Source: an optimization exercise on an open RTL-to-GDS flow (aim: small area and a short achievable clock period). Production flows keep margins and buffers that such runs may drop.

==> build 48 <==
// fpu_top
module fpu_top (
	input  logic             clk,
	input  logic             i_rst_n,
	input  logic [1:0]       i_op,
	input  logic [31:0]      i_a,
	input  logic [31:0]      i_b,
	output logic [31:0]      o_result
);
Settings: LEC_CHECK=0, ABC_AREA=1, CAP_MARGIN=20, CORE_MARGIN=2, CORE_UTILIZATION=40, SETUP_SLACK_MARGIN=5, SLEW_MARGIN=20; clock period 17.0 ns.
run.sh (not shown) runs the stock make flow with config.mk's settings and CLKGATE_MAP_FILE= SYNTH_SCRIPT=/design/flow/synth_recipe.tcl, a recipe that flattens the netlist after the stock synthesis.
==> inputs of trial 18, as changes to build 48 <==
--- a/flow/design.v
+++ b/flow/design.v
@@ -20,15 +20,15 @@
 ) (
 	input  logic [W-1:0] i_a,
 	input  logic [W-1:0] i_b,
 	input  logic         i_ci,
 	output logic [W-1:0] o_sum,
 	output logic         o_co
 );
-	localparam int L = $clog2(W + 1);
+	localparam int L = (W >= 32) ? 6 : (W >= 16) ? 5 : (W >= 8) ? 4 : (W >= 4) ? 3 : (W >= 2) ? 2 : 1;
 	logic [W:0] g [L+1];
 	logic [W:0] p [L+1];
 	always_comb begin
 		g[0][0] = i_ci;
 		p[0][0] = 1'b0;
 		for (int i = 0; i < W; i++) begin
 			g[0][i+1] = i_a[i] & i_b[i];
@@ -83,72 +83,66 @@
 		o_cnt = v4[1] ? {1'b0, c4[1]} : {1'b1, c4[0]};
 	end
 endmodule
 module fpu_special_case (
 	input  fpu_pkg::float_t i_a,
 	input  fpu_pkg::float_t i_b,
 	input  logic            i_is_mul,
-	output logic            o_hit,
-	output fpu_pkg::float_t o_value
+	input  logic            i_is_rsv,
+	output logic            o_sel_a,
+	output logic            o_sel_b,
+	output logic            o_sel_zero,
+	output logic            o_sel_inf,
+	output logic            o_sel_arith
 );
-	localparam logic [8-1:0] exp_ones = 255;
-	localparam logic [32-2:0] inf_mag = {exp_ones, {23{1'b0}}};
 	logic   a_zero;
 	logic   a_inf;
 	logic   a_nan;
 	logic   b_zero;
 	logic   b_inf;
 	logic   b_nan;
-	logic   sign_x;
-	fpu_pkg::float_t zero_val;
-	fpu_pkg::float_t inf_val;
 	logic   a_emax;
 	logic   a_f0;
 	logic   b_emax;
 	logic   b_f0;
+	logic   add_a;
+	logic   add_b;
+	logic   mul_z;
+	logic   mul_i;
 	assign a_emax = &i_a.f.exp;
 	assign a_f0   = ~|i_a.f.frac;
 	assign b_emax = &i_b.f.exp;
 	assign b_f0   = ~|i_b.f.frac;
 	assign a_zero = ~|i_a.f.exp & a_f0;
 	assign a_inf  = a_emax & a_f0;
 	assign a_nan  = a_emax & ~a_f0;
 	assign b_zero = ~|i_b.f.exp & b_f0;
 	assign b_inf  = b_emax & b_f0;
 	assign b_nan  = b_emax & ~b_f0;
-	assign sign_x        = i_a.f.sign ^ i_b.f.sign;
-	assign zero_val.word = {sign_x, {(32-1){1'b0}}};
-	assign inf_val.word  = {sign_x, inf_mag};
+	assign add_a = (a_nan | b_zero) | (~(b_nan | a_zero) & a_inf);
+	assign add_b = ~(a_nan | b_zero) & ((b_nan | a_zero) | (~a_inf & b_inf));
+	assign mul_z = ~a_nan & ~b_nan & (a_zero | b_zero);
+	assign mul_i = ~a_nan & ~b_nan & ~(a_zero | b_zero) & (a_inf | b_inf);
 	always_comb begin
-		o_hit   = 1'b1;
-		o_value = i_a;
-		if (i_is_mul) begin
-			if (a_nan) begin
-				o_value = i_a;
-			end else if (b_nan) begin
-				o_value = i_b;
-			end else if (a_zero || b_zero) begin
-				o_value = zero_val;
-			end else if (a_inf || b_inf) begin
-				o_value = inf_val;
-			end else begin
-				o_hit = 1'b0;
-			end
+		o_sel_a     = 1'b0;
+		o_sel_b     = 1'b0;
+		o_sel_zero  = 1'b0;
+		o_sel_inf   = 1'b0;
+		o_sel_arith = 1'b0;
+		if (i_is_rsv) begin
+		end else if (i_is_mul) begin
+			o_sel_a     = a_nan;
+			o_sel_b     = ~a_nan & b_nan;
+			o_sel_zero  = mul_z;
+			o_sel_inf   = mul_i;
+			o_sel_arith = ~(a_nan | b_nan | a_zero | b_zero | a_inf | b_inf);
 		end else begin
-			if (a_nan || b_zero) begin
-				o_value = i_a;
-			end else if (b_nan || a_zero) begin
-				o_value = i_b;
-			end else if (a_inf) begin
-				o_value = i_a;
-			end else if (b_inf) begin
-				o_value = i_b;
-			end else begin
-				o_hit = 1'b0;
-			end
+			o_sel_a     = add_a;
+			o_sel_b     = add_b;
+			o_sel_arith = ~(add_a | add_b);
 		end
 	end
 endmodule
 module fpu_add_far (
 	input  logic            i_sign,
 	input  logic [7:0]      i_exp,
 	input  logic [23:0]     i_big_mant,
@@ -202,17 +196,18 @@
 	fpu_pfx_add #(.W(25)) u_rnd (
 		.i_a   ({1'b0, mant}),
 		.i_b   (25'd0),
 		.i_ci  (inc),
 		.o_sum (rounded),
 		.o_co  (rnd_co)
 	);
-	assign exp_m1  = i_exp - 8'd1;
-	assign exp_p1  = i_exp + 8'd1;
-	assign exp_p2  = i_exp + 8'd2;
+	logic [2:0] e_co;
+	fpu_pfx_add #(.W(8)) u_em1 (.i_a(i_exp), .i_b(8'hff), .i_ci(1'b0), .o_sum(exp_m1), .o_co(e_co[0]));
+	fpu_pfx_add #(.W(8)) u_ep1 (.i_a(i_exp), .i_b(8'h00), .i_ci(1'b1), .o_sum(exp_p1), .o_co(e_co[1]));
+	fpu_pfx_add #(.W(8)) u_ep2 (.i_a(i_exp), .i_b(8'h01), .i_ci(1'b1), .o_sum(exp_p2), .o_co(e_co[2]));
 	assign exp_sel = raw[27] ? 2'd2 : (raw[26] ? 2'd1 : 2'd0);
 	always_comb begin
 		case ({exp_sel, rounded[24]})
 			3'b000:  o_sum.f.exp = exp_m1;
 			3'b001:  o_sum.f.exp = i_exp;
 			3'b010:  o_sum.f.exp = i_exp;
 			3'b011:  o_sum.f.exp = exp_p1;
@@ -264,39 +259,48 @@
 		.i_a   (b_op),
 		.i_b   (a_sh ^ {26{i_sub}}),
 		.i_ci  (i_sub),
 		.o_sum (raw_ba),
 		.o_co  (co_ba)
 	);
 	assign raw    = i_a_big ? raw_ab : raw_ba;
-	assign big_exp_p1 = (i_a_big ? i_a_exp : i_b_exp) + 8'd1;
+	logic [7:0] a_exp_p1;
+	logic [7:0] b_exp_p1;
+	logic [2:0] e_co;
+	logic [7:0] exp_n;
+	fpu_pfx_add #(.W(8)) u_ap1 (.i_a(i_a_exp), .i_b(8'h00), .i_ci(1'b1), .o_sum(a_exp_p1), .o_co(e_co[0]));
+	fpu_pfx_add #(.W(8)) u_bp1 (.i_a(i_b_exp), .i_b(8'h00), .i_ci(1'b1), .o_sum(b_exp_p1), .o_co(e_co[1]));
+	assign big_exp_p1 = i_a_big ? a_exp_p1 : b_exp_p1;
 	fpu_lzc32 u_lzc (.i_v({raw, 6'b0}), .o_cnt(lz));
 	assign norm = raw << lz;
+	fpu_pfx_add #(.W(8)) u_exp (.i_a(big_exp_p1), .i_b({3'b111, ~lz}), .i_ci(1'b1), .o_sum(exp_n), .o_co(e_co[2]));
 	logic fr_co;
 	fpu_pfx_add #(.W(23)) u_rnd (
 		.i_a   (raw[23:1]),
 		.i_b   (23'd0),
 		.i_ci  (raw[0] & raw[1]),
 		.o_sum (frac_r),
 		.o_co  (fr_co)
 	);
 	always_comb begin
 		if (raw == '0) begin
 			o_sum.word = '0;
 		end else begin
 			o_sum.f.sign = i_a_big ? i_a_sign : i_b_sign;
-			o_sum.f.exp  = big_exp_p1 - {3'b0, lz};
+			o_sum.f.exp  = exp_n;
 			o_sum.f.frac = (raw[25:24] == 2'b01) ? frac_r : norm[24:2];
 		end
 	end
 endmodule
 module fpu_adder (
 	input  fpu_pkg::float_t i_a,
 	input  fpu_pkg::float_t i_b,
-	output fpu_pkg::float_t o_sum
+	output logic            o_near,
+	output fpu_pkg::float_t o_near_sum,
+	output fpu_pkg::float_t o_far_sum
 );
 	logic        a_big;
 	logic [7:0]  a_exp;
 	logic [7:0]  b_exp;
 	logic [23:0] a_mant;
 	logic [23:0] b_mant;
 	logic [23:0] a_rev;
@@ -319,16 +323,30 @@
 	fpu_pfx_add #(.W(31)) u_cmp (
 		.i_a   (i_a.word[30:0]),
 		.i_b   (~i_b.word[30:0]),
 		.i_ci  (1'b1),
 		.o_sum (cmp_sum),
 		.o_co  (a_big)
 	);
-	assign d_ab = {1'b0, a_exp} - {1'b0, b_exp};
-	assign d_ba = {1'b0, b_exp} - {1'b0, a_exp};
+	logic co_dab;
+	logic co_dba;
+	fpu_pfx_add #(.W(9)) u_dab (
+		.i_a   ({1'b0, a_exp}),
+		.i_b   ({1'b1, ~b_exp}),
+		.i_ci  (1'b1),
+		.o_sum (d_ab),
+		.o_co  (co_dab)
+	);
+	fpu_pfx_add #(.W(9)) u_dba (
+		.i_a   ({1'b0, b_exp}),
+		.i_b   ({1'b1, ~a_exp}),
+		.i_ci  (1'b1),
+		.o_sum (d_ba),
+		.o_co  (co_dba)
+	);
 	assign a_ge = ~d_ab[8];
 	assign diff = a_ge ? d_ab[7:0] : d_ba[7:0];
 	always_comb begin
 		for (int i = 0; i < 24; i++) begin
 			a_rev[i] = a_mant[23-i];
 			b_rev[i] = b_mant[23-i];
 		end
@@ -354,15 +372,17 @@
 		.i_b_exp  (b_exp),
 		.i_a_mant (a_mant),
 		.i_b_mant (b_mant),
 		.i_a_big  (a_big),
 		.i_sub    (eff_sub),
 		.o_sum    (near_sum)
 	);
-	assign o_sum = near ? near_sum : far_sum;
+	assign o_near     = near;
+	assign o_near_sum = near_sum;
+	assign o_far_sum  = far_sum;
 endmodule
 module fpu_multiplier (
 	input  fpu_pkg::float_t i_a,
 	input  fpu_pkg::float_t i_b,
 	output fpu_pkg::float_t o_product
 );
 	logic [23:0] a_mant;
@@ -393,18 +413,21 @@
 		.i_ci  (1'b0),
 		.o_sum (product),
 		.o_co  (prod_co)
 	);
 	assign norm    = product << shift;
 	assign exp_base = (i_a.f.exp | {7'b0, ~|i_a.f.exp}) + (i_b.f.exp | {7'b0, ~|i_b.f.exp})
 	                  - 8'(127) - {2'b0, shift};
+	logic [7:0] exp_p1;
+	logic       e_co;
+	fpu_pfx_add #(.W(8)) u_ep1 (.i_a(exp_base), .i_b(8'h00), .i_ci(1'b1), .o_sum(exp_p1), .o_co(e_co));
 	always_comb begin
 		o_product.f.sign = i_a.f.sign ^ i_b.f.sign;
 		if (norm[47]) begin
-			o_product.f.exp  = exp_base + 8'd1;
+			o_product.f.exp  = exp_p1;
 			o_product.f.frac = norm[46:24];
 		end else begin
 			o_product.f.exp  = exp_base;
 			o_product.f.frac = norm[45:23];
 		end
 	end
 endmodule
@@ -900,53 +923,76 @@
 	input  logic [31:0]      i_b,
 	output logic [31:0]      o_result
 );
 	fpu_pkg::float_t a_w;
 	fpu_pkg::float_t b_w;
 	logic   is_sub;
 	logic   is_mul;
+	logic   is_rsv;
 	fpu_pkg::float_t eff_b;
-	logic   sc_hit;
-	fpu_pkg::float_t sc_value;
-	fpu_pkg::float_t sum;
+	logic   sel_a;
+	logic   sel_b;
+	logic   sel_zero;
+	logic   sel_inf;
+	logic   sel_arith;
+	fpu_pkg::float_t near_sum;
+	fpu_pkg::float_t far_sum;
+	logic   near;
 	fpu_pkg::float_t product;
-	fpu_pkg::float_t next_result;
+	logic   sel_near;
+	logic   sel_far;
+	logic   sel_prod;
+	logic   sign_x;
+	logic [31:0] early;
+	logic [31:0] next_result;
 	assign a_w.word = i_a;
 	assign b_w.word = i_b;
 	assign is_sub = (i_op == fpu_pkg::op_sub);
 	assign is_mul = (i_op == fpu_pkg::op_mul);
+	assign is_rsv = (i_op == fpu_pkg::op_rsv);
 	always_comb begin
 		eff_b        = b_w;
 		eff_b.f.sign = b_w.f.sign ^ is_sub;
 	end
 	fpu_special_case u_special (
-		.i_a      (a_w),
-		.i_b      (eff_b),
-		.i_is_mul (is_mul),
-		.o_hit    (sc_hit),
-		.o_value  (sc_value)
+		.i_a        (a_w),
+		.i_b        (eff_b),
+		.i_is_mul   (is_mul),
+		.i_is_rsv   (is_rsv),
+		.o_sel_a    (sel_a),
+		.o_sel_b    (sel_b),
+		.o_sel_zero (sel_zero),
+		.o_sel_inf  (sel_inf),
+		.o_sel_arith(sel_arith)
 	);
 	fpu_adder u_adder (
-		.i_a   (a_w),
-		.i_b   (eff_b),
-		.o_sum (sum)
+		.i_a        (a_w),
+		.i_b        (eff_b),
+		.o_near     (near),
+		.o_near_sum (near_sum),
+		.o_far_sum  (far_sum)
 	);
 	fpu_multiplier u_mult (
 		.i_a       (a_w),
 		.i_b       (b_w),
 		.o_product (product)
 	);
-	always_comb begin
-		case (i_op)
-			fpu_pkg::op_rsv:  next_result.word = 32'h7FC0_0000;
-			fpu_pkg::op_mul:  next_result = sc_hit ? sc_value : product;
-			default: next_result = sc_hit ? sc_value : sum;
-		endcase
-	end
+	assign sign_x   = i_a[31] ^ i_b[31];
+	assign sel_prod = sel_arith & is_mul;
+	assign sel_near = sel_arith & ~is_mul & near;
+	assign sel_far  = sel_arith & ~is_mul & ~near;
+	assign early[31]    = (i_a[31] & sel_a) | (eff_b.f.sign & sel_b) | (sign_x & (sel_zero | sel_inf));
+	assign early[30:23] = (i_a[30:23] & {8{sel_a}}) | (i_b[30:23] & {8{sel_b}}) | {8{sel_inf | is_rsv}};
+	assign early[22]    = (i_a[22] & sel_a) | (i_b[22] & sel_b) | is_rsv;
+	assign early[21:0]  = (i_a[21:0] & {22{sel_a}}) | (i_b[21:0] & {22{sel_b}});
+	assign next_result = early
+	                   | (near_sum.word & {32{sel_near}})
+	                   | (far_sum.word & {32{sel_far}})
+	                   | (product.word & {32{sel_prod}});
 	always_ff @(posedge clk or negedge i_rst_n) begin
 		if (!i_rst_n) begin
 			o_result <= '0;
 		end else begin
-			o_result <= next_result.word;
+			o_result <= next_result;
 		end
 	end
 endmodule
==> impl_metrics.ini <==
[global_route]
grt.busiest_layer = met2

[yosys]
synth_fp_nets = 5810

[cells_and_area]
buffers = 279
final_util_pct = 44.0
multi_input_cells = 4213

[placed_design]
dp_hpwl_um = 119000

[run_status]
status = complete, no violations
That was trial 18.
==> impl_metrics.ini <==
[run_status]
status = complete, no violations

[cells_and_area]
multi_input_cells = 4419
buffers = 313

[placed_design]
dp_hpwl_um = 114000

[yosys]
synth_fp_nets = 6024

[global_route]
grt.busiest_layer = met1

[power_and_ir_drop]
That was build 48.
Function was not checked in any run of this note: the RTL went through the layout flow alone.

re-timing with driven ports:
No port has a modelled driver above. Below, the same layouts with a new extraction and two added sets of constraints.
Step 1 (the two cells are an assumption about what drives the block):
set clk [get_ports {clk}]
set_driving_cell -lib_cell sky130_fd_sc_hd__clkbuf_16 $clk
set_driving_cell -lib_cell sky130_fd_sc_hd__buf_2 [delete_from_list [all_inputs] $clk]
Step 2 also shifts input and output timing later by t, the mid clock arrival at the registers, as if the neighbouring blocks saw the same clock.
Slacks: no drivers / after step 1 / after step 2; pairs: no drivers / after step 1.
| run | shift t [ns] | setup slack, ns | worst register clock-pin slew, ns | worst slew at a driven data input, ns |
|---|---|---|---|---|
| build 48 | 0.320 | 5.303 / 5.317 / 4.997 | 0.07 / 0.07 | 0.11 |
| trial 18 | 0.333 | 5.326 / 5.341 / 5.008 | 0.06 / 0.06 | 0.05 |
After both steps every run listed still meets setup and hold. For trial 18, which loses most, drivers alone change the setup slack by +0.015 ns; drivers and shift together by -0.318 ns.
